Context: an optimization exercise on an open-source flow, tuned for small area and a short achievable clock period. The choices shown serve that exercise and are no tape-out recipe. Function was checked by simulation only, so behaviour that the tests miss may differ from the original. Power and IR drop assume default switching activity.

== the baseline ==
==> flow/design.v <==
module line_window_feeder #(
  parameter int DATA_W    = 8,
  parameter int MAX_WIDTH = 256,
  parameter int ADDR_W    = 8
) (
  input  logic              clk,
  input  logic              rst_n,
  input  logic              frame_start,
  input  logic [ADDR_W-1:0] img_width,
  input  logic [ADDR_W-1:0] img_height,
  input  logic              in_valid,
  input  logic [DATA_W-1:0] in_pixel,
  output logic              in_ready,
  output logic              validData,
  output logic              start,
  output logic [DATA_W-1:0] pixel_in1,
  output logic [DATA_W-1:0] pixel_in2,
  output logic [DATA_W-1:0] pixel_in3,
  output logic [ADDR_W-1:0] col_addr,
  output logic              frame_done,
  output logic              cfg_err
);
  typedef enum logic [1:0] {IDLE, FILL, STREAM} state_t;
  state_t            state_q, state_d;
  logic              busy_q;               
  logic [ADDR_W-1:0] width_q, width_d;     
  logic [ADDR_W-1:0] wm1_q, wm1_d;         
  logic [ADDR_W-1:0] hm1_q, hm1_d;         
  logic [ADDR_W-1:0] col_q, col_d;
  logic [ADDR_W-1:0] row_q, row_d;
  logic              cfg_err_q, cfg_err_d;
  logic              valid_q, valid_d;
  logic              start_q, start_d;
  logic              done_q, done_d;
  logic [DATA_W-1:0] p1_q, p1_d;
  logic [DATA_W-1:0] p2_q, p2_d;
  logic [DATA_W-1:0] p3_q, p3_d;
  logic [ADDR_W-1:0] caddr_q, caddr_d;
  logic accept;
  logic dims_ok;
  logic last_col;
  logic last_row;
  logic emit;
  assign in_ready = busy_q;
  assign accept   = in_valid & in_ready;
  assign emit     = accept & (state_q == STREAM);
  assign last_col = (col_q == wm1_q);
  assign last_row = (row_q == hm1_q);
  assign dims_ok  = (img_width >= ADDR_W'(3)) && (img_height >= ADDR_W'(3));
  always_comb begin
    state_d   = state_q;
    width_d   = width_q;
    wm1_d     = wm1_q;
    hm1_d     = hm1_q;
    col_d     = col_q;
    row_d     = row_q;
    cfg_err_d = cfg_err_q;
    p1_d      = p1_q;
    p2_d      = p2_q;
    p3_d      = p3_q;
    caddr_d   = caddr_q;
    valid_d   = emit;
    start_d   = emit && (row_q == ADDR_W'(2)) && (col_q == '0);
    done_d    = emit && last_col && last_row;
    if (accept) begin
      if (last_col) begin
        col_d = '0;
        row_d = row_q + 1'b1;
      end else begin
        col_d = col_q + 1'b1;
      end
    end
    if (emit) begin
      p1_d    = line_a_out;
      p2_d    = line_b_out;
      p3_d    = in_pixel;
      caddr_d = col_q;
    end
    unique case (state_q)
      IDLE: begin
        if (frame_start) begin
          if (dims_ok) begin
            width_d   = img_width;
            wm1_d     = img_width - 1'b1;
            hm1_d     = img_height - 1'b1;
            col_d     = '0;
            row_d     = '0;
            cfg_err_d = 1'b0;
            state_d   = FILL;
          end else begin
            cfg_err_d = 1'b1;
          end
        end
      end
      FILL: begin
        if (accept && last_col && (row_q == ADDR_W'(1))) state_d = STREAM;
      end
      STREAM: begin
        if (accept && last_col && last_row) state_d = IDLE;
      end
      default: state_d = IDLE;
    endcase
  end
  always_ff @(posedge clk or negedge rst_n) begin
    if (!rst_n) begin
      state_q   <= IDLE;
      busy_q    <= 1'b0;
      col_q     <= '0;
      row_q     <= '0;
      cfg_err_q <= 1'b0;
      valid_q   <= 1'b0;
      start_q   <= 1'b0;
      done_q    <= 1'b0;
      p1_q      <= '0;
      p2_q      <= '0;
      p3_q      <= '0;
      caddr_q   <= '0;
    end else begin
      state_q   <= state_d;
      busy_q    <= (state_d != IDLE);
      col_q     <= col_d;
      row_q     <= row_d;
      cfg_err_q <= cfg_err_d;
      valid_q   <= valid_d;
      start_q   <= start_d;
      done_q    <= done_d;
      p1_q      <= p1_d;
      p2_q      <= p2_d;
      p3_q      <= p3_d;
      caddr_q   <= caddr_d;
    end
  end
  always_ff @(posedge clk) begin
    width_q <= width_d;
    wm1_q   <= wm1_d;
    hm1_q   <= hm1_d;
  end
  logic [DATA_W-1:0] line_b_out;    
  logic [DATA_W-1:0] line_a_out;    
  logic [DATA_W-1:0] mid_q;         
  lwf_delay_line #(.DATA_W(DATA_W), .LEN_W(ADDR_W)) u_line_b (
    .clk(clk), .shift(in_valid), .len(width_q), .din(in_pixel), .dout(line_b_out)
  );
  always_ff @(posedge clk) begin
    if (in_valid) mid_q <= line_b_out;
  end
  lwf_delay_line #(.DATA_W(DATA_W), .LEN_W(ADDR_W)) u_line_a (
    .clk(clk), .shift(in_valid), .len(wm1_q), .din(mid_q), .dout(line_a_out)
  );
  assign validData  = valid_q;
  assign start      = start_q;
  assign frame_done = done_q;
  assign pixel_in1  = p1_q;
  assign pixel_in2  = p2_q;
  assign pixel_in3  = p3_q;
  assign col_addr   = caddr_q;
  assign cfg_err    = cfg_err_q;
endmodule
module lwf_delay_line #(
  parameter int DATA_W = 8,
  parameter int LEN_W  = 8
) (
  input  logic              clk,
  input  logic              shift,
  input  logic [LEN_W-1:0]  len,
  input  logic [DATA_W-1:0] din,
  output logic [DATA_W-1:0] dout
);
  logic [DATA_W-1:0] seg_in  [LEN_W+1];
  logic [DATA_W-1:0] seg_out [LEN_W];
  assign seg_in[0] = din;
  for (genvar k = 0; k < LEN_W; k++) begin : g_seg
    logic [DATA_W-1:0] st [2**k];
    always_ff @(posedge clk) begin
      if (shift) begin
        st[0] <= seg_in[k];
        for (int i = 1; i < 2**k; i++) st[i] <= st[i-1];
      end
    end
    assign seg_out[k]  = st[2**k-1];
    assign seg_in[k+1] = len[k] ? seg_out[k] : seg_in[k];
  end
  assign dout = seg_in[LEN_W];
endmodule
Settings: LEC_CHECK=0, CAP_MARGIN=20, CORE_MARGIN=2, CORE_UTILIZATION=70, CTS_CLUSTER_DIAMETER=80, CTS_CLUSTER_SIZE=30, SETUP_SLACK_MARGIN=3.6, SLEW_MARGIN=20; clock period 6.0 ns.
run.sh (not shown) runs the stock make flow with config.mk's settings and CLKGATE_MAP_FILE= SYNTH_SCRIPT=/design/flow/synth_recipe.tcl, a recipe that flattens the netlist after the stock synthesis.
The baseline: full flow OK, the timing, DRC and antenna checks passed
Inputs modified between the baseline and the candidate:
==> flow/flow/run.sh (new file) <==
#!/bin/bash
# Own flow: the standard ORFS flow, with one hook before detailed placement that puts
# each flip-flop driving an output port next to that port's output buffer.
set -euo pipefail
here=$(pwd)
export PRE_DETAIL_PLACE_TCL=$here/flow/pre_dpl.tcl
bash standard.sh synth > synth.log 2>&1
bash standard.sh floorplan > floorplan.log 2>&1
bash standard.sh place > place.log 2>&1
bash standard.sh cts > cts.log 2>&1
bash standard.sh route > route.log 2>&1
bash standard.sh finish > finish.log 2>&1
==> flow/flow/pre_dpl.tcl (new file) <==
# Move every flip-flop that drives an output port's buffer next to that buffer (the buffer
# sits at the port). Detailed placement then legalizes the moved cells.
set block [ord::get_db_block]
set moved 0
foreach bterm [$block getBTerms] {
  if {[$bterm getIoType] ne "OUTPUT"} { continue }
  set net [$bterm getNet]
  if {$net eq "NULL"} { continue }
  set drv ""
  foreach it [$net getITerms] {
    if {[$it isOutputSignal]} { set drv $it }
  }
  if {$drv eq ""} { continue }
  set buf [$drv getInst]
  # the buffer's input net and the cell driving it
  set in_net ""
  foreach it [$buf getITerms] {
    if {[$it isInputSignal]} { set in_net [$it getNet] }
  }
  if {$in_net eq "" || $in_net eq "NULL"} { continue }
  set src ""
  foreach it [$in_net getITerms] {
    if {[$it isOutputSignal]} { set src [$it getInst] }
  }
  if {$src eq ""} { continue }
  if {![string match "*__df*" [[$src getMaster] getName]]} { continue }
  set loc [$buf getLocation]
  $src setLocation [lindex $loc 0] [lindex $loc 1]
  incr moved
}
puts "pre_dpl: moved $moved output flip-flops next to their port buffers"
==> flow/standard.sh (new file) <==
#!/bin/bash
# synth_recipe.tcl (not shown) runs the flow's synth.tcl, then flattens the netlist and writes it again
# the make line also repeats each setting of config.mk as NAME=value (left out here)
make -C /OpenROAD-flow-scripts/flow DESIGN_CONFIG=/design/flow/config.mk WORK_HOME=/design/flow/orfs CLKGATE_MAP_FILE= SYNTH_SCRIPT=/design/flow/synth_recipe.tcl "${@:-finish}"
removed: flow/run.sh
## What came out
Routed via count divided by cell count, the candidate vs the baseline: down slightly
Min total internal power across the candidate and the baseline: the candidate
The candidate vs the baseline: count of clock-buffer cells in the layout down by a few percent
Share of post-route cells with drive strength above 1: lower on the baseline
The candidate ended up with caddr_q[7]$_DFFE_PN0P_ as its worst setup path startpoint; the baseline ended up with p2_q[7]$_DFFE_PN0P_.
The candidate and the baseline ended up with nearly the same clock-cell share of area.
The candidate and the baseline ended up with nearly the same sum of buffers and inverters on the critical path.

## static timing again, ports no longer ideal
Ports are ideal in the flow. The routed layouts listed here were re-timed in OpenROAD. Step 1 assumes that a clkbuf_16 drives the clock port and a buf_2 every other input. Step 2 moves the port delays by t, midway between the first and last clock arrival at a register: inputs arrive t later, outputs are due t later. That takes back most of the time a late clock gives input paths. Slacks: ideal / step 1 / step 2; pairs: ideal / step 1.
run | shift t [ns] | setup slack, ns | hold slack, ns | latest minus earliest clock arrival (ns)
the baseline | 0.902 | 3.287 / 3.201 / 2.530 | 0.411 / 0.411 / 0.411 | 0.030 / 0.030
the candidate | 0.903 | 3.404 / 3.314 / 2.498 | 0.409 / 0.409 / 0.409 | 0.038 / 0.038
After both steps setup and hold are still met in every run listed. For the candidate, which loses most, drivers alone change the setup slack by -0.090 ns; drivers and shift together by -0.906 ns.
